From an optimization exercise on the open Yosys and OpenROAD flow, aimed at small area; shortcuts taken in it are not production practice.
Function was checked by simulation only, so behaviour that the tests miss may differ from the original.

## flow/config.mk

```make
export PLATFORM = sky130hd
export DESIGN_NAME = km_top
export DESIGN_NICKNAME = km_top
export VERILOG_FILES = /design/flow/design.v
export SDC_FILE = /design/flow/constraint.sdc
export NUM_CORES = 4
export LEC_CHECK = 0
export CAP_MARGIN = 20
export CORE_MARGIN = 2
export CORE_UTILIZATION = 75
export PLACE_DENSITY = 0.85
export SLEW_MARGIN = 20
export SYNTH_HIERARCHICAL = 1
export SYNTH_MINIMUM_KEEP_SIZE = 0
```

## flow/constraint.sdc

```tcl
create_clock -name core_clock -period 7.0 [get_ports {clk}]
set_input_delay 1.4000 -clock core_clock [delete_from_list [all_inputs] [get_ports {clk}]]
set_output_delay 1.4000 -clock core_clock [all_outputs]
set_load 0.01 [all_outputs]
```

## flow/design.v

```verilog
`timescale 1ns/1ps
module km_centroid_regs (
  input  logic                                     clk,
  input  logic                                     rst,
  input  logic                                     i_cent_wr,
  input  logic [2-1:0]                     i_cent_idx,
  input  logic [3*8-1:0]           i_cent_point,
  output logic [3*3*8-1:0] o_cents_n
);
  localparam int PW = 3*8;
  localparam logic [PW-1:0] CENT0_RST = {3{8'(0)}};
  localparam logic [PW-1:0] CENT1_RST = {3{8'(1)}};
  localparam logic [PW-1:0] CENT2_RST = {3{8'(2)}};
  logic [PW-1:0] wdata_n;
  assign wdata_n = ~i_cent_point | {PW{rst}};
  always_ff @(posedge clk) begin
    if (rst || (i_cent_wr && i_cent_idx == 2'd0)) o_cents_n[0*PW +: PW] <= wdata_n & ~(CENT0_RST & {PW{rst}});
    if (rst || (i_cent_wr && i_cent_idx == 2'd1)) o_cents_n[1*PW +: PW] <= wdata_n & ~(CENT1_RST & {PW{rst}});
    if (rst || (i_cent_wr && i_cent_idx == 2'd2)) o_cents_n[2*PW +: PW] <= wdata_n & ~(CENT2_RST & {PW{rst}});
  end
endmodule
`timescale 1ns/1ps
module km_distance (
  input  logic                                     clk,
  input  logic [3*8-1:0]           i_point,
  input  logic [3*3*8-1:0] i_cents_n,
  output logic [3*18-1:0]          o_dists
);
  localparam int DW = 8;
  localparam int PW = 3*8;
  localparam int SW = 18;
  logic [3*PW-1:0]       absdiff_d;
  logic [3*PW-1:0]       absdiff;
  for (genvar c = 0; c < 3; c++) begin : g_cent
    for (genvar d = 0; d < 3; d++) begin : g_dim
      km_absdiff u_absdiff (
        .i_a   (i_point[d*DW +: DW]),
        .i_bn  (i_cents_n[c*PW + d*DW +: DW]),
        .o_abs (absdiff_d[c*PW + d*DW +: DW])
      );
    end
    km_sqsum u_sqsum (
      .i_v    (absdiff[c*PW +: PW]),
      .o_dist (o_dists[c*SW +: SW])
    );
  end
  always_ff @(posedge clk) absdiff <= absdiff_d;
endmodule
module km_absdiff (
  input  logic [7:0] i_a,
  input  logic [7:0] i_bn,
  output logic [7:0] o_abs
);
  wire s0;
  wire c0;
  km_ha u0 (.a(i_a[0]), .b(i_bn[0]), .s(s0), .co(c0));
  wire s1;
  wire c1;
  km_fa u1 (.a(i_a[1]), .b(i_bn[1]), .c(c0), .s(s1), .co(c1));
  wire s2;
  wire c2;
  km_fa u2 (.a(i_a[2]), .b(i_bn[2]), .c(c1), .s(s2), .co(c2));
  wire s3;
  wire c3;
  km_fa u3 (.a(i_a[3]), .b(i_bn[3]), .c(c2), .s(s3), .co(c3));
  wire s4;
  wire c4;
  km_fa u4 (.a(i_a[4]), .b(i_bn[4]), .c(c3), .s(s4), .co(c4));
  wire s5;
  wire c5;
  km_fa u5 (.a(i_a[5]), .b(i_bn[5]), .c(c4), .s(s5), .co(c5));
  wire s6;
  wire c6;
  km_fa u6 (.a(i_a[6]), .b(i_bn[6]), .c(c5), .s(s6), .co(c6));
  wire s7;
  wire c7;
  km_fa u7 (.a(i_a[7]), .b(i_bn[7]), .c(c6), .s(s7), .co(c7));
  wire [7:0] t = {s7, s6, s5, s4, s3, s2, s1, s0};
  wire gt = c7;
  wire [7:0] run;
  assign run[0] = 1'b1;
  for (genvar k = 1; k < 8; k++) begin : g_run
    assign run[k] = run[k-1] & t[k-1];
  end
  assign o_abs = ~(t ^ (~{8{gt}} | run));
endmodule
module km_sqsum (
  input  logic [23:0] i_v,
  output logic [18-1:0] o_dist
);
  wire n0 = ~(i_v[0] | i_v[1]);
  wire n1 = ~(i_v[0] | i_v[2]);
  wire n2 = ~(i_v[0] | i_v[3]);
  wire n3 = ~(i_v[0] | i_v[4]);
  wire n4 = ~(i_v[0] | i_v[5]);
  wire n5 = ~(i_v[0] | i_v[6]);
  wire n6 = ~(i_v[0] | i_v[7]);
  wire n7 = ~(i_v[1] | i_v[2]);
  wire n8 = ~(i_v[1] | i_v[3]);
  wire n9 = ~(i_v[1] | i_v[4]);
  wire n10 = ~(i_v[1] | i_v[5]);
  wire n11 = ~(i_v[1] | i_v[6]);
  wire n12 = ~(i_v[1] | i_v[7]);
  wire n13 = ~(i_v[2] | i_v[3]);
  wire n14 = ~(i_v[2] | i_v[4]);
  wire n15 = ~(i_v[2] | i_v[5]);
  wire n16 = ~(i_v[2] | i_v[6]);
  wire n17 = ~(i_v[2] | i_v[7]);
  wire n18 = ~(i_v[3] | i_v[4]);
  wire n19 = ~(i_v[3] | i_v[5]);
  wire n20 = ~(i_v[3] | i_v[6]);
  wire n21 = ~(i_v[3] | i_v[7]);
  wire n22 = ~(i_v[4] | i_v[5]);
  wire n23 = ~(i_v[4] | i_v[6]);
  wire n24 = ~(i_v[4] | i_v[7]);
  wire n25 = ~(i_v[5] | i_v[6]);
  wire n26 = ~(i_v[5] | i_v[7]);
  wire n27 = ~(i_v[6] | i_v[7]);
  wire n28 = ~(i_v[8] | i_v[9]);
  wire n29 = ~(i_v[8] | i_v[10]);
  wire n30 = ~(i_v[8] | i_v[11]);
  wire n31 = ~(i_v[8] | i_v[12]);
  wire n32 = ~(i_v[8] | i_v[13]);
  wire n33 = ~(i_v[8] | i_v[14]);
  wire n34 = ~(i_v[8] | i_v[15]);
  wire n35 = ~(i_v[9] | i_v[10]);
  wire n36 = ~(i_v[9] | i_v[11]);
  wire n37 = ~(i_v[9] | i_v[12]);
  wire n38 = ~(i_v[9] | i_v[13]);
  wire n39 = ~(i_v[9] | i_v[14]);
  wire n40 = ~(i_v[9] | i_v[15]);
  wire n41 = ~(i_v[10] | i_v[11]);
  wire n42 = ~(i_v[10] | i_v[12]);
  wire n43 = ~(i_v[10] | i_v[13]);
  wire n44 = ~(i_v[10] | i_v[14]);
  wire n45 = ~(i_v[10] | i_v[15]);
  wire n46 = ~(i_v[11] | i_v[12]);
  wire n47 = ~(i_v[11] | i_v[13]);
  wire n48 = ~(i_v[11] | i_v[14]);
  wire n49 = ~(i_v[11] | i_v[15]);
  wire n50 = ~(i_v[12] | i_v[13]);
  wire n51 = ~(i_v[12] | i_v[14]);
  wire n52 = ~(i_v[12] | i_v[15]);
  wire n53 = ~(i_v[13] | i_v[14]);
  wire n54 = ~(i_v[13] | i_v[15]);
  wire n55 = ~(i_v[14] | i_v[15]);
  wire n56 = ~(i_v[16] | i_v[17]);
  wire n57 = ~(i_v[16] | i_v[18]);
  wire n58 = ~(i_v[16] | i_v[19]);
  wire n59 = ~(i_v[16] | i_v[20]);
  wire n60 = ~(i_v[16] | i_v[21]);
  wire n61 = ~(i_v[16] | i_v[22]);
  wire n62 = ~(i_v[16] | i_v[23]);
  wire n63 = ~(i_v[17] | i_v[18]);
  wire n64 = ~(i_v[17] | i_v[19]);
  wire n65 = ~(i_v[17] | i_v[20]);
  wire n66 = ~(i_v[17] | i_v[21]);
  wire n67 = ~(i_v[17] | i_v[22]);
  wire n68 = ~(i_v[17] | i_v[23]);
  wire n69 = ~(i_v[18] | i_v[19]);
  wire n70 = ~(i_v[18] | i_v[20]);
  wire n71 = ~(i_v[18] | i_v[21]);
  wire n72 = ~(i_v[18] | i_v[22]);
  wire n73 = ~(i_v[18] | i_v[23]);
  wire n74 = ~(i_v[19] | i_v[20]);
  wire n75 = ~(i_v[19] | i_v[21]);
  wire n76 = ~(i_v[19] | i_v[22]);
  wire n77 = ~(i_v[19] | i_v[23]);
  wire n78 = ~(i_v[20] | i_v[21]);
  wire n79 = ~(i_v[20] | i_v[22]);
  wire n80 = ~(i_v[20] | i_v[23]);
  wire n81 = ~(i_v[21] | i_v[22]);
  wire n82 = ~(i_v[21] | i_v[23]);
  wire n83 = ~(i_v[22] | i_v[23]);
  wire s84;
  wire c84;
  km_fa u84 (.a(i_v[4]), .b(i_v[12]), .c(i_v[20]), .s(s84), .co(c84));
  wire s85;
  wire c85;
  km_fa u85 (.a(i_v[3]), .b(i_v[11]), .c(i_v[19]), .s(s85), .co(c85));
  wire s86;
  wire c86;
  km_ha u86 (.a(n4), .b(n9), .s(s86), .co(c86));
  wire s87;
  wire c87;
  km_fa u87 (.a(n5), .b(n10), .c(n14), .s(s87), .co(c87));
  wire s88;
  wire c88;
  km_fa u88 (.a(n6), .b(n11), .c(n15), .s(s88), .co(c88));
  wire s89;
  wire c89;
  km_fa u89 (.a(n18), .b(n34), .c(n39), .s(s89), .co(c89));
  wire s90;
  wire c90;
  km_ha u90 (.a(n43), .b(n46), .s(s90), .co(c90));
  wire s91;
  wire c91;
  km_fa u91 (.a(n12), .b(n16), .c(n19), .s(s91), .co(c91));
  wire s92;
  wire c92;
  km_fa u92 (.a(n40), .b(n44), .c(n47), .s(s92), .co(c92));
  wire s93;
  wire c93;
  km_fa u93 (.a(i_v[5]), .b(i_v[13]), .c(i_v[21]), .s(s93), .co(c93));
  wire s94;
  wire c94;
  km_fa u94 (.a(n17), .b(n20), .c(n22), .s(s94), .co(c94));
  wire s95;
  wire c95;
  km_ha u95 (.a(n45), .b(n48), .s(s95), .co(c95));
  wire s96;
  wire c96;
  km_fa u96 (.a(i_v[2]), .b(i_v[10]), .c(i_v[18]), .s(s96), .co(c96));
  wire s97;
  wire c97;
  km_ha u97 (.a(n2), .b(n7), .s(s97), .co(c97));
  wire s98;
  wire c98;
  km_fa u98 (.a(n3), .b(n8), .c(n31), .s(s98), .co(c98));
  wire s99;
  wire c99;
  km_fa u99 (.a(n13), .b(n32), .c(n37), .s(s99), .co(c99));
  wire s100;
  wire c100;
  km_fa u100 (.a(n41), .b(n60), .c(n65), .s(s100), .co(c100));
  wire s101;
  wire c101;
  km_fa u101 (.a(n33), .b(n38), .c(n42), .s(s101), .co(c101));
  wire s102;
  wire c102;
  km_fa u102 (.a(n61), .b(n66), .c(n70), .s(s102), .co(c102));
  wire s103;
  wire c103;
  km_ha u103 (.a(c86), .b(s87), .s(s103), .co(c103));
  wire s104;
  wire c104;
  km_fa u104 (.a(n62), .b(n67), .c(n71), .s(s104), .co(c104));
  wire s105;
  wire c105;
  km_fa u105 (.a(n74), .b(s90), .c(c87), .s(s105), .co(c105));
  wire n106 = ~s84;
  wire s107;
  wire c107;
  km_fa u107 (.a(n106), .b(s88), .c(s89), .s(s107), .co(c107));
  wire s108;
  wire c108;
  km_fa u108 (.a(n68), .b(n72), .c(n75), .s(s108), .co(c108));
  wire s109;
  wire c109;
  km_fa u109 (.a(c90), .b(c88), .c(c89), .s(s109), .co(c109));
  wire n110 = ~c84;
  wire s111;
  wire c111;
  km_fa u111 (.a(n110), .b(s91), .c(s92), .s(s111), .co(c111));
  wire s112;
  wire c112;
  km_fa u112 (.a(n50), .b(n73), .c(n76), .s(s112), .co(c112));
  wire s113;
  wire c113;
  km_fa u113 (.a(n78), .b(s95), .c(c91), .s(s113), .co(c113));
  wire n114 = ~s93;
  wire s115;
  wire c115;
  km_fa u115 (.a(n114), .b(c92), .c(s94), .s(s115), .co(c115));
  wire s116;
  wire c116;
  km_fa u116 (.a(n21), .b(n23), .c(n49), .s(s116), .co(c116));
  wire s117;
  wire c117;
  km_fa u117 (.a(n51), .b(n77), .c(n79), .s(s117), .co(c117));
  wire n118 = ~c93;
  wire s119;
  wire c119;
  km_fa u119 (.a(c95), .b(n118), .c(c94), .s(s119), .co(c119));
  wire s120;
  wire c120;
  km_fa u120 (.a(i_v[6]), .b(i_v[14]), .c(i_v[22]), .s(s120), .co(c120));
  wire s121;
  wire c121;
  km_fa u121 (.a(n24), .b(n25), .c(n52), .s(s121), .co(c121));
  wire s122;
  wire c122;
  km_fa u122 (.a(n53), .b(n80), .c(n81), .s(s122), .co(c122));
  wire s123;
  wire c123;
  km_fa u123 (.a(i_v[1]), .b(i_v[9]), .c(i_v[17]), .s(s123), .co(c123));
  wire s124;
  wire c124;
  km_fa u124 (.a(n30), .b(n35), .c(n58), .s(s124), .co(c124));
  wire s125;
  wire c125;
  km_fa u125 (.a(n36), .b(n59), .c(n64), .s(s125), .co(c125));
  wire s126;
  wire c126;
  km_ha u126 (.a(c97), .b(s98), .s(s126), .co(c126));
  wire s127;
  wire c127;
  km_fa u127 (.a(n69), .b(s86), .c(c98), .s(s127), .co(c127));
  wire n128 = ~s85;
  wire s129;
  wire c129;
  km_fa u129 (.a(n128), .b(s99), .c(s100), .s(s129), .co(c129));
  wire s130;
  wire c130;
  km_fa u130 (.a(c99), .b(c100), .c(s101), .s(s130), .co(c130));
  wire n131 = ~c85;
  wire s132;
  wire c132;
  km_fa u132 (.a(n131), .b(s102), .c(s103), .s(s132), .co(c132));
  wire s133;
  wire c133;
  km_fa u133 (.a(c101), .b(c102), .c(s104), .s(s133), .co(c133));
  wire s134;
  wire c134;
  km_fa u134 (.a(c103), .b(s105), .c(s107), .s(s134), .co(c134));
  wire s135;
  wire c135;
  km_fa u135 (.a(c104), .b(s108), .c(c105), .s(s135), .co(c135));
  wire s136;
  wire c136;
  km_fa u136 (.a(s109), .b(c107), .c(s111), .s(s136), .co(c136));
  wire s137;
  wire c137;
  km_fa u137 (.a(c108), .b(s112), .c(c109), .s(s137), .co(c137));
  wire s138;
  wire c138;
  km_fa u138 (.a(s113), .b(c111), .c(s115), .s(s138), .co(c138));
  wire s139;
  wire c139;
  km_fa u139 (.a(c112), .b(s116), .c(s117), .s(s139), .co(c139));
  wire s140;
  wire c140;
  km_fa u140 (.a(c113), .b(s119), .c(c115), .s(s140), .co(c140));
  wire s141;
  wire c141;
  km_fa u141 (.a(c116), .b(c117), .c(s121), .s(s141), .co(c141));
  wire n142 = ~s120;
  wire s143;
  wire c143;
  km_fa u143 (.a(n142), .b(s122), .c(c119), .s(s143), .co(c143));
  wire s144;
  wire c144;
  km_fa u144 (.a(n26), .b(n54), .c(n82), .s(s144), .co(c144));
  wire n145 = ~c120;
  wire s146;
  wire c146;
  km_fa u146 (.a(n145), .b(c121), .c(c122), .s(s146), .co(c146));
  wire s147;
  wire c147;
  km_fa u147 (.a(i_v[7]), .b(i_v[15]), .c(i_v[23]), .s(s147), .co(c147));
  wire s148;
  wire c148;
  km_fa u148 (.a(n27), .b(n55), .c(n83), .s(s148), .co(c148));
  wire s149;
  wire c149;
  km_ha u149 (.a(n0), .b(n28), .s(s149), .co(c149));
  wire s150;
  wire c150;
  km_fa u150 (.a(n1), .b(n29), .c(n57), .s(s150), .co(c150));
  wire s151;
  wire c151;
  km_fa u151 (.a(n63), .b(s97), .c(s124), .s(s151), .co(c151));
  wire s152;
  wire c152;
  km_fa u152 (.a(c124), .b(s125), .c(s126), .s(s152), .co(c152));
  wire s153;
  wire c153;
  km_fa u153 (.a(c125), .b(c126), .c(s127), .s(s153), .co(c153));
  wire s154;
  wire c154;
  km_fa u154 (.a(c127), .b(c129), .c(s130), .s(s154), .co(c154));
  wire s155;
  wire c155;
  km_fa u155 (.a(c130), .b(s133), .c(c132), .s(s155), .co(c155));
  wire s156;
  wire c156;
  km_fa u156 (.a(c133), .b(s135), .c(c134), .s(s156), .co(c156));
  wire s157;
  wire c157;
  km_fa u157 (.a(c135), .b(s137), .c(c136), .s(s157), .co(c157));
  wire s158;
  wire c158;
  km_fa u158 (.a(s139), .b(c137), .c(c138), .s(s158), .co(c158));
  wire s159;
  wire c159;
  km_fa u159 (.a(c139), .b(s141), .c(s143), .s(s159), .co(c159));
  wire s160;
  wire c160;
  km_fa u160 (.a(s144), .b(s146), .c(c141), .s(s160), .co(c160));
  wire s161;
  wire c161;
  km_fa u161 (.a(c144), .b(s148), .c(c146), .s(s161), .co(c161));
  wire n162 = i_v[0] ^ i_v[8];
  wire n163 = ~(i_v[0] | i_v[8]);
  wire s164;
  wire c164;
  km_ha u164 (.a(n56), .b(s149), .s(s164), .co(c164));
  wire n165 = ~c123;
  wire s166;
  wire c166;
  km_fa u166 (.a(c149), .b(n165), .c(s150), .s(s166), .co(c166));
  wire n167 = ~s96;
  wire s168;
  wire c168;
  km_fa u168 (.a(n167), .b(c150), .c(s151), .s(s168), .co(c168));
  wire n169 = ~c96;
  wire s170;
  wire c170;
  km_fa u170 (.a(n169), .b(c151), .c(s152), .s(s170), .co(c170));
  wire s171;
  wire c171;
  km_fa u171 (.a(s129), .b(c152), .c(s153), .s(s171), .co(c171));
  wire s172;
  wire c172;
  km_fa u172 (.a(s132), .b(c153), .c(s154), .s(s172), .co(c172));
  wire s173;
  wire c173;
  km_fa u173 (.a(c154), .b(s134), .c(s155), .s(s173), .co(c173));
  wire s174;
  wire c174;
  km_fa u174 (.a(s136), .b(c155), .c(s156), .s(s174), .co(c174));
  wire s175;
  wire c175;
  km_fa u175 (.a(s138), .b(c156), .c(s157), .s(s175), .co(c175));
  wire s176;
  wire c176;
  km_fa u176 (.a(s140), .b(c157), .c(s158), .s(s176), .co(c176));
  wire s177;
  wire c177;
  km_fa u177 (.a(c140), .b(c158), .c(s159), .s(s177), .co(c177));
  wire s178;
  wire c178;
  km_fa u178 (.a(c143), .b(s160), .c(c159), .s(s178), .co(c178));
  wire n179 = ~s147;
  wire s180;
  wire c180;
  km_fa u180 (.a(n179), .b(s161), .c(c160), .s(s180), .co(c180));
  wire n181 = ~c147;
  wire s182;
  wire c182;
  km_fa u182 (.a(n181), .b(c148), .c(c161), .s(s182), .co(c182));
  wire n183 = ~i_v[16];
  wire n184 = ~s123;
  wire c185;
  km_ha u185 (.a(n183), .b(n162), .s(o_dist[0]), .co(c185));
  wire c186;
  km_ha u186 (.a(n163), .b(c185), .s(o_dist[1]), .co(c186));
  wire c187;
  km_fa u187 (.a(n184), .b(s164), .c(c186), .s(o_dist[2]), .co(c187));
  wire c188;
  km_fa u188 (.a(c164), .b(s166), .c(c187), .s(o_dist[3]), .co(c188));
  wire c189;
  km_fa u189 (.a(c166), .b(s168), .c(c188), .s(o_dist[4]), .co(c189));
  wire c190;
  km_fa u190 (.a(c168), .b(s170), .c(c189), .s(o_dist[5]), .co(c190));
  wire s191;
  wire c191;
  km_ha u191 (.a(s171), .b(c170), .s(s191), .co(c191));
  wire s192;
  wire c192;
  km_ha u192 (.a(s172), .b(c171), .s(s192), .co(c192));
  wire s193;
  wire c193;
  km_ha u193 (.a(s173), .b(c172), .s(s193), .co(c193));
  wire s194;
  wire c194;
  km_ha u194 (.a(s174), .b(c173), .s(s194), .co(c194));
  wire s195;
  wire c195;
  km_ha u195 (.a(s175), .b(c174), .s(s195), .co(c195));
  wire s196;
  wire c196;
  km_ha u196 (.a(s176), .b(c175), .s(s196), .co(c196));
  wire s197;
  wire c197;
  km_ha u197 (.a(s177), .b(c176), .s(s197), .co(c197));
  wire s198;
  wire c198;
  km_ha u198 (.a(s178), .b(c177), .s(s198), .co(c198));
  wire s199;
  wire c199;
  km_ha u199 (.a(s180), .b(c178), .s(s199), .co(c199));
  wire s200;
  wire c200;
  km_ha u200 (.a(s182), .b(c180), .s(s200), .co(c200));
  wire n201 = c191 | (s191 & c190);
  wire n202 = c192 | (s192 & n201);
  wire n203 = s192 & s191;
  wire n204 = c194 | (s194 & c193);
  wire n205 = s194 & s193;
  wire n206 = c196 | (s196 & c195);
  wire n207 = s196 & s195;
  wire n208 = c198 | (s198 & c197);
  wire n209 = s198 & s197;
  wire n210 = c200 | (s200 & c199);
  wire n211 = s200 & s199;
  wire n212 = 1'b0 | (1'b0 & 1'b0);
  wire n213 = 1'b0 & c182;
  wire n214 = c193 | (s193 & n202);
  wire n215 = s193 & n203;
  wire n216 = n204 | (n205 & n202);
  wire n217 = n205 & n203;
  wire n218 = c197 | (s197 & n206);
  wire n219 = s197 & n207;
  wire n220 = n208 | (n209 & n206);
  wire n221 = n209 & n207;
  wire n222 = 1'b0 | (c182 & n210);
  wire n223 = c182 & n211;
  wire n224 = n212 | (n213 & n210);
  wire n225 = n213 & n211;
  wire n226 = c195 | (s195 & n216);
  wire n227 = s195 & n217;
  wire n228 = n206 | (n207 & n216);
  wire n229 = n207 & n217;
  wire n230 = n218 | (n219 & n216);
  wire n231 = n219 & n217;
  wire n232 = n220 | (n221 & n216);
  wire n233 = n221 & n217;
  wire n234 = c199 | (s199 & n232);
  wire n235 = s199 & n233;
  wire n236 = n210 | (n211 & n232);
  wire n237 = n211 & n233;
  wire n238 = n222 | (n223 & n232);
  wire n239 = n223 & n233;
  wire n240 = n224 | (n225 & n232);
  wire n241 = n225 & n233;
  assign o_dist[6] = s191 ^ c190;
  assign o_dist[7] = s192 ^ n201;
  assign o_dist[8] = s193 ^ n202;
  assign o_dist[9] = s194 ^ n214;
  assign o_dist[10] = s195 ^ n216;
  assign o_dist[11] = s196 ^ n226;
  assign o_dist[12] = s197 ^ n228;
  assign o_dist[13] = s198 ^ n230;
  assign o_dist[14] = s199 ^ n232;
  assign o_dist[15] = s200 ^ n234;
  assign o_dist[16] = c182 ^ n236;
  assign o_dist[17] = 1'b0 ^ n238;
endmodule
module km_sum_add (
  input  logic [15:0] i_q,
  input  logic [7:0]  i_p,
  output logic [15:0] o_s
);
  wire c0;
  km_ha u0 (.a(i_q[0]), .b(i_p[0]), .s(o_s[0]), .co(c0));
  wire c1;
  km_fa u1 (.a(i_q[1]), .b(i_p[1]), .c(c0), .s(o_s[1]), .co(c1));
  wire c2;
  km_fa u2 (.a(i_q[2]), .b(i_p[2]), .c(c1), .s(o_s[2]), .co(c2));
  wire c3;
  km_fa u3 (.a(i_q[3]), .b(i_p[3]), .c(c2), .s(o_s[3]), .co(c3));
  wire c4;
  km_fa u4 (.a(i_q[4]), .b(i_p[4]), .c(c3), .s(o_s[4]), .co(c4));
  wire c5;
  km_fa u5 (.a(i_q[5]), .b(i_p[5]), .c(c4), .s(o_s[5]), .co(c5));
  wire c6;
  km_fa u6 (.a(i_q[6]), .b(i_p[6]), .c(c5), .s(o_s[6]), .co(c6));
  wire c7;
  km_fa u7 (.a(i_q[7]), .b(i_p[7]), .c(c6), .s(o_s[7]), .co(c7));
  wire c8;
  km_ha u8 (.a(i_q[8]), .b(c7), .s(o_s[8]), .co(c8));
  wire c9;
  km_ha u9 (.a(i_q[9]), .b(c8), .s(o_s[9]), .co(c9));
  wire c10;
  km_ha u10 (.a(i_q[10]), .b(c9), .s(o_s[10]), .co(c10));
  wire c11;
  km_ha u11 (.a(i_q[11]), .b(c10), .s(o_s[11]), .co(c11));
  wire c12;
  km_ha u12 (.a(i_q[12]), .b(c11), .s(o_s[12]), .co(c12));
  wire c13;
  km_ha u13 (.a(i_q[13]), .b(c12), .s(o_s[13]), .co(c13));
  wire c14;
  km_ha u14 (.a(i_q[14]), .b(c13), .s(o_s[14]), .co(c14));
  assign o_s[15] = i_q[15] ^ c14;
endmodule
module km_cnt_inc (
  input  logic [8:0] i_q,
  input  logic       i_hit,
  output logic [8:0] o_q
);
  wire c0;
  km_ha u0 (.a(i_q[0]), .b(i_hit), .s(o_q[0]), .co(c0));
  wire c1;
  km_ha u1 (.a(i_q[1]), .b(c0), .s(o_q[1]), .co(c1));
  wire c2;
  km_ha u2 (.a(i_q[2]), .b(c1), .s(o_q[2]), .co(c2));
  wire c3;
  km_ha u3 (.a(i_q[3]), .b(c2), .s(o_q[3]), .co(c3));
  wire c4;
  km_ha u4 (.a(i_q[4]), .b(c3), .s(o_q[4]), .co(c4));
  wire c5;
  km_ha u5 (.a(i_q[5]), .b(c4), .s(o_q[5]), .co(c5));
  wire c6;
  km_ha u6 (.a(i_q[6]), .b(c5), .s(o_q[6]), .co(c6));
  wire c7;
  km_ha u7 (.a(i_q[7]), .b(c6), .s(o_q[7]), .co(c7));
  assign o_q[8] = i_q[8] ^ c7;
endmodule
module km_fa (input logic a, input logic b, input logic c, output logic s, output logic co);
  assign s  = a ^ b ^ c;
  assign co = (a & b) | (a & c) | (b & c);
endmodule
module km_ha (input logic a, input logic b, output logic s, output logic co);
  assign s  = a ^ b;
  assign co = a & b;
endmodule
`timescale 1ns/1ps
module km_argmin (
  input  logic [3*18-1:0] i_dists,
  output logic [2-1:0]            o_idx,
  output logic [18-1:0]           o_dist
);
  localparam int SW = 18;
  logic [SW-1:0] d0, d1, d2;
  assign d0 = i_dists[0*SW +: SW];
  assign d1 = i_dists[1*SW +: SW];
  assign d2 = i_dists[2*SW +: SW];
  function automatic logic less(input logic [SW-1:0] a, input logic [SW-1:0] b);
    logic br;
    br = 1'b0;
    for (int i = 0; i < SW; i++) begin
      br = (~a[i] & b[i]) | (~a[i] & br) | (b[i] & br);
    end
    less = br;
  endfunction
  logic lt01, lt02, lt12, sel0, sel1, sel2;
  assign lt01 = less(d0, d1);
  assign lt02 = less(d0, d2);
  assign lt12 = less(d1, d2);
  assign sel0 = lt01 & lt02;
  assign sel1 = ~lt01 & lt12;
  assign sel2 = ~sel0 & ~sel1;
  assign o_idx  = {sel2, sel1};
  assign o_dist = ({SW{sel0}} & d0) | ({SW{sel1}} & d1) | ({SW{sel2}} & d2);
endmodule
`timescale 1ns/1ps
module km_delay_line #(
  parameter int WIDTH = 1,
  parameter int DEPTH = 6
) (
  input  logic             clk,
  input  logic [WIDTH-1:0] i_data,
  output logic [WIDTH-1:0] o_data
);
  logic [(DEPTH-1)*WIDTH-1:0] stages;
  always_ff @(posedge clk) begin
    {o_data, stages} <= {stages, i_data};
  end
endmodule
`timescale 1ns/1ps
module km_accumulator (
  input  logic                           clk,
  input  logic                           rst,
  input  logic                           i_clear,
  input  logic                           i_acc_valid,
  input  logic [2-1:0]           i_acc_idx,
  input  logic [3*8-1:0] i_acc_point,
  input  logic                           i_rd_en,
  input  logic [2-1:0]           i_rd_idx,
  output logic                           o_rd_valid,
  output logic [3*16-1:0]  o_rd_sum,
  output logic [9-1:0]         o_rd_count
);
  localparam int DW = 8;
  localparam int UW = 16;
  localparam int VW = 3*16;
  localparam int NW = 9;
  logic [3*VW-1:0] sums;
  logic [3*NW-1:0] counts, counts_d;
  logic                           up_clear;
  logic [3-1:0]           hit;        
  logic [3*8-1:0] up_point;
  always_ff @(posedge clk) begin
    up_clear <= rst | i_clear;
    for (int c = 0; c < 3; c++) hit[c] <= i_acc_valid && (i_acc_idx == c);
    up_point <= i_acc_point;
  end
  logic [VW-1:0] sum_sel, sum_new;
  always_comb begin
    sum_sel = '0;
    for (int c = 0; c < 3; c++) sum_sel = sum_sel | (sums[c*VW +: VW] & {VW{hit[c]}});
  end
  for (genvar d = 0; d < 3; d++) begin : g_dim
    km_sum_add u_add (
      .i_q (sum_sel[d*UW +: UW]),
      .i_p (up_point[d*DW +: DW]),
      .o_s (sum_new[d*UW +: UW])
    );
  end
  for (genvar c = 0; c < 3; c++) begin : g_cent
    km_cnt_inc u_inc (
      .i_q   (counts[c*NW +: NW]),
      .i_hit (hit[c]),
      .o_q   (counts_d[c*NW +: NW])
    );
  end
  always_ff @(posedge clk) begin
    for (int c = 0; c < 3; c++) begin
      if (up_clear || hit[c]) sums[c*VW +: VW] <= up_clear ? '0 : sum_new;
    end
    counts <= up_clear ? '0 : counts_d;
  end
  logic [3-1:0] rd_sel;
  always_ff @(posedge clk) begin
    if (rst) begin
      o_rd_valid <= 1'b0;
    end else begin
      o_rd_valid <= i_rd_en;
    end
    for (int c = 0; c < 3; c++) rd_sel[c] <= (i_rd_idx == c);
  end
  always_comb begin
    o_rd_sum   = '0;
    o_rd_count = '0;
    for (int c = 0; c < 3; c++) begin
      o_rd_sum   = o_rd_sum   | (sums[c*VW +: VW]   & {VW{rd_sel[c]}});
      o_rd_count = o_rd_count | (counts[c*NW +: NW] & {NW{rd_sel[c]}});
    end
  end
endmodule
`timescale 1ns/1ps
module km_top (
  input  logic             clk,
  input  logic             rst,
  input  logic             i_cent_wr,
  input  logic [2-1:0]            i_cent_idx,
  input  logic [3*8-1:0]  i_cent_point,
  input  logic             i_valid,
  input  logic [3*8-1:0]  i_point,
  input  logic             i_clear,
  input  logic             i_rd_en,
  input  logic [2-1:0]            i_rd_idx,
  output logic             o_assign_valid,
  output logic [2-1:0]            o_assign_idx,
  output logic [18-1:0]           o_assign_dist,
  output logic [3*8-1:0]  o_assign_point,
  output logic             o_rd_valid,
  output logic [3*16-1:0]  o_rd_sum,
  output logic [9-1:0]          o_rd_count
);
  localparam int PW = 3*8;
  localparam int RW = 2 + 18;
  logic [3*PW-1:0]         cents_n;
  logic [3*18-1:0] dists;
  logic [2-1:0]            win_idx;
  logic [18-1:0]           win_dist;
  km_centroid_regs u_cent_regs (
    .clk          (clk),
    .rst          (rst),
    .i_cent_wr    (i_cent_wr),
    .i_cent_idx   (i_cent_idx),
    .i_cent_point (i_cent_point),
    .o_cents_n    (cents_n)
  );
  km_distance u_distance (
    .clk     (clk),
    .i_point (i_point),
    .i_cents_n (cents_n),
    .o_dists (dists)
  );
  km_argmin u_argmin (
    .i_dists (dists),
    .o_idx   (win_idx),
    .o_dist  (win_dist)
  );
  km_delay_line #(
    .WIDTH (RW),
    .DEPTH (6 - 1)
  ) u_result_dly (
    .clk    (clk),
    .i_data ({win_idx, win_dist}),
    .o_data ({o_assign_idx, o_assign_dist})
  );
  km_delay_line #(
    .WIDTH (PW),
    .DEPTH (6)
  ) u_point_dly (
    .clk    (clk),
    .i_data (i_point),
    .o_data (o_assign_point)
  );
  logic [6-2:0] valid_sr;
  always_ff @(posedge clk) begin
    if (rst) {o_assign_valid, valid_sr} <= '0;
    else     {o_assign_valid, valid_sr} <= {valid_sr, i_valid};
  end
  km_accumulator u_accumulator (
    .clk         (clk),
    .rst         (rst),
    .i_clear     (i_clear),
    .i_acc_valid (o_assign_valid),
    .i_acc_idx   (o_assign_idx),
    .i_acc_point (o_assign_point),
    .i_rd_en     (i_rd_en),
    .i_rd_idx    (i_rd_idx),
    .o_rd_valid  (o_rd_valid),
    .o_rd_sum    (o_rd_sum),
    .o_rd_count  (o_rd_count)
  );
endmodule
```

## flow/flow/run.sh

```bash
#!/bin/bash
# Own layout flow: the standard flow (standard.sh, unchanged synthesis and
# steps) with two steps' settings changed through the environment:
#  - port buffers are the smallest buffer cell (every port is still buffered)
#  - clock tree synthesis inserts no dummy loads and builds the tree from
#    small clock buffers, clustering at most 20 sinks within 60 um
# Each tool's full output goes to the ORFS logs under orfs/logs/, and the
# output of the whole make run to standard.log in this folder.
set -euo pipefail
export BUFFER_PORTS_ARGS="-buffer_cell sky130_fd_sc_hd__buf_1"
export CTS_ARGS="-sink_clustering_enable -repair_clock_nets -dont_use_dummy_load -buf_list {sky130_fd_sc_hd__clkbuf_4 sky130_fd_sc_hd__clkbuf_8} -sink_clustering_size 20 -sink_clustering_max_diameter 60"
bash standard.sh > standard.log 2>&1
```

## flow/standard.sh

```bash
#!/bin/bash
# synth_recipe.tcl (not shown) runs the flow's synth.tcl, then flattens the netlist and writes it again
# the make line also repeats each setting of config.mk as NAME=value (left out here)
make -C /OpenROAD-flow-scripts/flow DESIGN_CONFIG=/design/flow/config.mk WORK_HOME=/design/flow/orfs CLKGATE_MAP_FILE= SYNTH_SCRIPT=/design/flow/synth_recipe.tcl "${@:-finish}"
```

==> results.cfg, run 1 <==
[outcome]
status = no timing/DRC/antenna violations

[finish]
syn2layout_area_growth_pct = 6.69
register_area_um2 = 14200
multi_input_area_um2 = 13900
layout.nets = 2955
fill_cells = 2175
drive_gt1_share_pct = 7.55
fin_area_um2 = 31100

[hold_path]
hp-class = reg -> reg
worstHoldStart = u_point_dly.stages[74]
min_to = u_point_dly.stages[98]
hold_depth = 0

[synthesis]
synth_flop_cell = dfxtp_1
netlist_area_um2 = 29200
synthSimpleGateAreaFrac_pct = 9.21
synth.net_count = 2772
synth_top_family_by_area = adder cells
synthTopCellsByCount = dfxtp_1, fa_1, nor2_1, inv_1, edfxtp_1
synthMuxAreaShare_pct = 0
ys_ff_latch = 597
async_reset_ff_share_pct = 0
yosys.cell_count.top_type = dfxtp_1
synth_top_area_share_pct = 26.1
synth_seq_area_share_pct = 48.4
yosys.area.top_type = dfxtp_1
ys_top_cells_by_area = dfxtp_1, edfxtp_1, fa_1
synth_edf_count = 216
syn_area_per_cell_um2 = 12.9
synth-compound-area-share_pct = 7.21
synthXorXnorAreaFrac_pct = 2.52
synthAdderAreaFrac_pct = 28.5
yosys_warnings = 13
postSynthCellCount = 2255
synth_cell_type_count = 66

[cts]
cts_buffers = 40
cts_buffer_depth = 3
tritoncts = built
clock_latency_ns = 0.64
hold_buffers = 0
cts.sinks = 597
ctsRootBufferMaster = clkbuf_8
cts.clk_slew.worst_paths_ns = 0.11
cts_max_level = 2

[timing]
final.setup.tns_ns = 0
fin_crit_ns = 6.72
fin_crit_sh_pct = 96.0
worstMarginPinSlew_ns = 0.980
fin_ws_ns = 0.279
final_max_slew_viol_count = 0
fin_skew_ns = 0.112
relSlewSlack_pct = 34.6
finalHoldViolCount = 0
setup_viol = 0
maxClockFrequency_mhz = 149

[placed_design]
dpl_cell_area_um2 = 30400
pre_cts_slack_ns = -0.129
portBuffers = 160
gp_congestion = 0.973
hpwlAfterDp_mm = 50.0

[grt]
grt_max_degree = 79
grtUsageTotal_pct = 33.3
grt_pass1_vias = 19202
grt.overflow.total = 0
grt_pass1_wl_mm = 103
antenna_found_initial = 2

[floorplan]
core_area_um2 = 38600
dieWidth_um = 201
start_util_pct = 75.7
fp.dieH_um = 201
dieArea_um2 = 40500
row_count = 72
top_level_ports = 161

[setup_path]
required_ns = 7.53
cp_max_fo = 14
crit_type = reg -> reg
cp.arrival_ns = 7.25
crit_path_end_kind = flop
rr_worst_depth = 26
r2r_start = u_distance.absdiff[16]
cp-start-kind = flop
r2r-end = u_result_dly.stages[6]
r2r_setup_slack_ns = 0.28

[route]
wl_per_cell_um = 22.3
detailedRoute.firstIterationViolations = 2090
first_pass_iters = 13
ant_nets = 0
vias = 18267
vias_per_cell = 6.18
drc_errors = 0
wl_mm = 65.8

[flow_run]
cap_violations = 0
critical path, stage by stage, from the launching register on:
cell and delay, ns:
dfxtp_1 0.38, nor2_1 0.21, fa_1 0.47, fa_1 0.47, fa_1 0.43, fa_1 0.41, fa_1 0.38, ha_1 0.21
or2_2 0.27, ha_1 0.19, o211ai_1 0.16, nand2_1 0.16, a21oi_4 0.20, inv_1 0.06, ha_1 0.17, nor2_1 0.11
xnor2_1 0.15, nand2b_1 0.21, o211ai_1 0.16, nand3_2 0.18, o31ai_4 0.30, a21oi_2 0.07, maj3_2 0.31, o32a_1 0.37
o211a_4 0.20, buf_12 0.16, a221oi_1 0.25
worst max path at each step:
stage / from / end / slack [ns]
final: u_distance.absdiff[16] / u_result_dly.stages[6] / 0.28
after global routing: u_distance.absdiff[0] / u_result_dly.stages[6] / -0.02
after CTS: u_distance.absdiff[1] / u_result_dly.stages[2] / 0.02
after detailed placement: u_distance.absdiff[58] / u_result_dly.stages[2] / -0.13
after global placement: u_distance.absdiff[58] / u_result_dly.stages[16] / 0.11
after floorplan: u_distance.absdiff[8] / u_result_dly.stages[13] / 0.42
state kept, by name (all words and copies together) (netlist names):
signal / cells
o_assign_valid: 1
u_accumulator.counts: 27
u_accumulator.hit: 3
u_accumulator.o_rd_valid: 1
u_accumulator.rd_sel: 3
u_accumulator.sums: 144
u_accumulator.up_clear: 1
u_accumulator.up_point: 24
u_cent_regs.o_cents_n: 72
u_distance.absdiff: 72
u_point_dly.o_data: 24
u_point_dly.stages: 120
u_result_dly.o_data: 20
u_result_dly.stages: 80
valid_sr: 5
area by class of cell:
class / instances / area share, %
diodes: 1 / 0.00804
clock buffers: 40 / 1.77
inverters: 220 / 2.65
multi-input cells: 1367 / 44.8
flip-flops and latches: 597 / 45.5
well taps: 518 / 2.08
repair buffers: 212 / 3.22
Yosys stat by module, one instance, submodules excluded, excerpt:
module            area [µm²]  copies in the design  cells
km_accumulator          7690                     1    540
km_centroid_regs        2390                     1    110
km_distance             1440                     1     72
km_argmin               1380                     1    209
km_sqsum                 673                     3    144
km_top                   158                     1     12
km_absdiff               135                     9     21
km_fa                   20.0                   324      1
km_ha                   12.5                   117      1
km_cnt_inc              8.76                     3      1
km_sum_add              8.76                     3      1
layer usage:
layer	part of all wire [%]	vias to the layer above	track usage, %	wire length [µm]
li1	-	7972	-	-
met4	2.6	0	9.24	1700
met3	10	118	7.35	6560
met5	0	-	0	0
met1	39	9122	44.9	25800
met2	48	1055	55.3	31800
logic make-up (layout without fill, tap and decap cells):
family,count (synthesis),after routing
adders and majority gates,471,471
other,0,1
AOI/OAI and AO/OA,243,244
DFF,597,597
and+or+nand+nor,568,568
buffers and inverters,292,472
xor gates and xnor gates,84,84
cell usage in the layout, fill, tap and decap left out, drive strengths merged, types with 43 or more instances in the layout:
cell	n
dfxtp	381
fa	324
nor2	297
inv	220
edfxtp	216
buf	212
ha	135
a222oi	107
nor2b	89
xnor2	75
nand2	64
nand2b	46
o21ai	43
repair_timing:
item	in CTS	in global routing
cloned	0	1
pin swaps	0	3
endpoints found under the hold margin	0	0
setup endpoints to repair	6	19
resized for setup	8	37
setup buffers	0	2
metrics by stage:
stage,cells,util (%),hold slack (ns)
after global placement,2911,78.9,0.309
after CTS,2951,80.4,0.277
after global routing,2954,80.7,0.285
final,2955,80.7,0.275
after floorplan,2255,-,0.310
after detailed placement,2911,78.9,0.312
==> inputs of run 2 (changes only) <==
--- a/flow/flow/run.sh
+++ b/flow/flow/run.sh
@@ -2,4 +2,6 @@
 # Own layout flow: the standard flow (standard.sh, unchanged synthesis and
-# steps) with two steps' settings changed through the environment:
+# steps) with three steps' settings changed through the environment:
 #  - port buffers are the smallest buffer cell (every port is still buffered)
+#  - timing-driven global placement does not keep the buffers its virtual
+#    repair inserts (GPL_KEEP_OVERFLOW=0)
 #  - clock tree synthesis inserts no dummy loads and builds the tree from
@@ -10,2 +12,3 @@
 export BUFFER_PORTS_ARGS="-buffer_cell sky130_fd_sc_hd__buf_1"
+export GPL_KEEP_OVERFLOW=0
 export CTS_ARGS="-sink_clustering_enable -repair_clock_nets -dont_use_dummy_load -buf_list {sky130_fd_sc_hd__clkbuf_4 sky130_fd_sc_hd__clkbuf_8} -sink_clustering_size 20 -sink_clustering_max_diameter 60"
==> results.cfg, run 2 <==
[route]
first_pass_iters = 12
vias = 17971
ant_nets = 0
wl_per_cell_um = 22.4
vias_per_cell = 6.17
drc_errors = 0
detailedRoute.firstIterationViolations = 2402
wl_mm = 65.2

[floorplan]
dieWidth_um = 201
fp.dieH_um = 201
row_count = 72
core_area_um2 = 38600
start_util_pct = 75.7
top_level_ports = 161
dieArea_um2 = 40500

[timing]
fin_ws_ns = 0.264
fin_crit_sh_pct = 96.2
fin_skew_ns = 0.0691
maxClockFrequency_mhz = 148
finalHoldViolCount = 0
final_max_slew_viol_count = 0
fin_crit_ns = 6.74
final.setup.tns_ns = 0
worstMarginPinSlew_ns = 0.843
setup_viol = 0
relSlewSlack_pct = 43.8

[synthesis]
ys_ff_latch = 597
yosys_warnings = 13
synth_seq_area_share_pct = 48.4
synth_edf_count = 216
yosys.area.top_type = dfxtp_1
yosys.cell_count.top_type = dfxtp_1
async_reset_ff_share_pct = 0
synth.net_count = 2772
syn_area_per_cell_um2 = 12.9
synth_flop_cell = dfxtp_1
postSynthCellCount = 2255
netlist_area_um2 = 29200
ys_top_cells_by_area = dfxtp_1, edfxtp_1, fa_1
synth_top_area_share_pct = 26.1
synthTopCellsByCount = dfxtp_1, fa_1, nor2_1, inv_1, edfxtp_1
synth_cell_type_count = 66

[placed_design]
pre_cts_slack_ns = -0.515
gp_congestion = 0.930
dp.cells = 2866
hpwlAfterDp_mm = 48.7
portBuffers = 160

[setup_path]
cp_max_fo = 9
required_ns = 7.48
cp.arrival_ns = 7.22
crit_type = reg -> reg
crit_path_end_kind = flop
cp-start-kind = flop

[grt]
grt_max_degree = 58
grt_pass1_vias = 19104
antenna_found_initial = 1
grt_busiest_layer = met2
grt_pass1_wl_mm = 102
grt_util_met3_pct = 7.39
grtUsageTotal_pct = 32.8
use_met1_pct = 44.9
grtUsageMet2_pct = 53.1
grt.overflow.total = 0

[outcome]
status = no timing/DRC/antenna violations

[finish]
final_cell_mix = dfxtp_1, fa_1, nor2_1
regMostFlops = u_accumulator.sums
layout.nets = 2913
final_common_cell = dfxtp_1
largest_reg_flops = 144
drive_gt1_share_pct = 6.56
syn2layout_area_growth_pct = 6.03
post_layout_nonfiller_instances = 2913

[cts]
cts_max_level = 2
cts.sinks = 597
cts_buffers = 39
cts.clk_slew.worst_paths_ns = 0.11
tritoncts = built
hold_buffers = 0
ctsRootBufferMaster = clkbuf_8
cts_buffer_depth = 3
clock_latency_ns = 0.62

[flow_run]
cap_violations = 0

[hold_path]
hp-class = reg -> reg
-- run 2: worst paths after layout --
path,slack (ns),cells after the start,from,to
max reg2reg,0.26,21,u_distance.absdiff[35],u_result_dly.stages[2]
max,0.26,21,u_distance.absdiff[35],u_result_dly.stages[2]
min,0.25,0,u_point_dly.stages[48],u_point_dly.stages[72]
min reg2reg,0.25,0,u_point_dly.stages[48],u_point_dly.stages[72]
-- run 2: worst max-delay path, cell delays in order (launching register included) --
cell	delay [ns]
dfxtp_2	0.46
nor2_1	0.10
fa_1	0.56
fa_1	0.43
fa_1	0.48
fa_1	0.42
fa_1	0.39
ha_1	0.21
or2_2	0.29
ha_1	0.20
o211ai_1	0.17
nand2_1	0.15
a21oi_2	0.24
inv_1	0.07
ha_1	0.32
inv_1	0.11
maj3_1	0.34
maj3_1	0.41
o31a_1	0.34
o32a_4	0.42
o211a_4	0.22
a221oi_1	0.25
-- run 2: logic make-up (layout without fill, tap and decap cells) --
group	Yosys count	in the layout	share of synthesized area (%)
DFF	597	597	48.4
and+or+nand+nor	568	568	9.21
adders and majority gates	471	471	28.5
buffers and inverters	292	430	4.23
AOI/OAI and AO/OA	243	244	7.21
xor gates and xnor gates	84	84	2.52
other	0	1	0
-- run 2: timing repair --
action                     in CTS  in global routing
setup endpoints to repair      19                 19
gates resized for setup        31                 31
pin swaps                       0                  4
cloned                          0                  1
buffers inserted                0                  6
-- run 2: per-stage QoR --
stage | util (%) | hold slack [ns] | cell area (µm²)
global route | 80.2 | 0.248 | 30900
CTS | 79.8 | 0.258 | 30800
floorplan | - | 0.310 | 29200
detailed placement | 78.2 | 0.312 | 30200
finish | 80.2 | 0.252 | 30900
global placement | 77.9 | 0.310 | 30000
-- run 2: Yosys stat by module, one instance, submodules excluded, a selection --
module | area, µm² | flip-flops and latches | times used
km_sqsum | 673 | 0 | 3
km_distance | 1440 | 72 | 1
km_accumulator | 7690 | 203 | 1
km_argmin | 1380 | 0 | 1
km_top | 158 | 6 | 1
km_fa | 20.0 | 0 | 324
km_absdiff | 135 | 0 | 9
km_sum_add | 8.76 | 0 | 3
km_cnt_inc | 8.76 | 0 | 3
km_ha | 12.5 | 0 | 117
-- run 2: layer usage --
layer / vias up / routed length, µm
li1: 7901 / -
met1: 8986 / 25700
met2: 945 / 31500
met3: 139 / 6090
met4: 0 / 1860
met5: - / 0
-- run 2: area by class of cell --
type,instances,area (µm²)
diodes,1,2.50
clock buffers,39,537
fillers,2250,7620
inverters,220,826
multi-input cells,1367,14000
flip-flops and latches,597,14200
well taps,518,648
repair buffers,171,751

[port drivers added, routing unchanged]
In the flow no input, the clock included, has a driving cell. The finished layouts below were timed again as built, in two steps. Step 1 assumes that a clkbuf_16 drives the clock port and a buf_2 every other input. Step 2, shift: input delay + t, output delay - t, t = (earliest + latest rising clock arrival at the registers) / 2. This alone moves slack from input paths to output paths. a / b / c = no drivers / after step 1 / after step 2; a / b = the first two.
| run | t (ns) | setup WS [ns] | clock arrival spread, ns | cell pins on the clock port's net |
|---|---|---|---|---|
| run 1 | 0.643 | 0.279 / 0.279 / 0.279 | 0.113 / 0.113 | 1 |
| run 2 | 0.637 | 0.264 / 0.264 / 0.264 | 0.081 / 0.081 | 1 |
After both steps setup and hold are still met in every run listed.
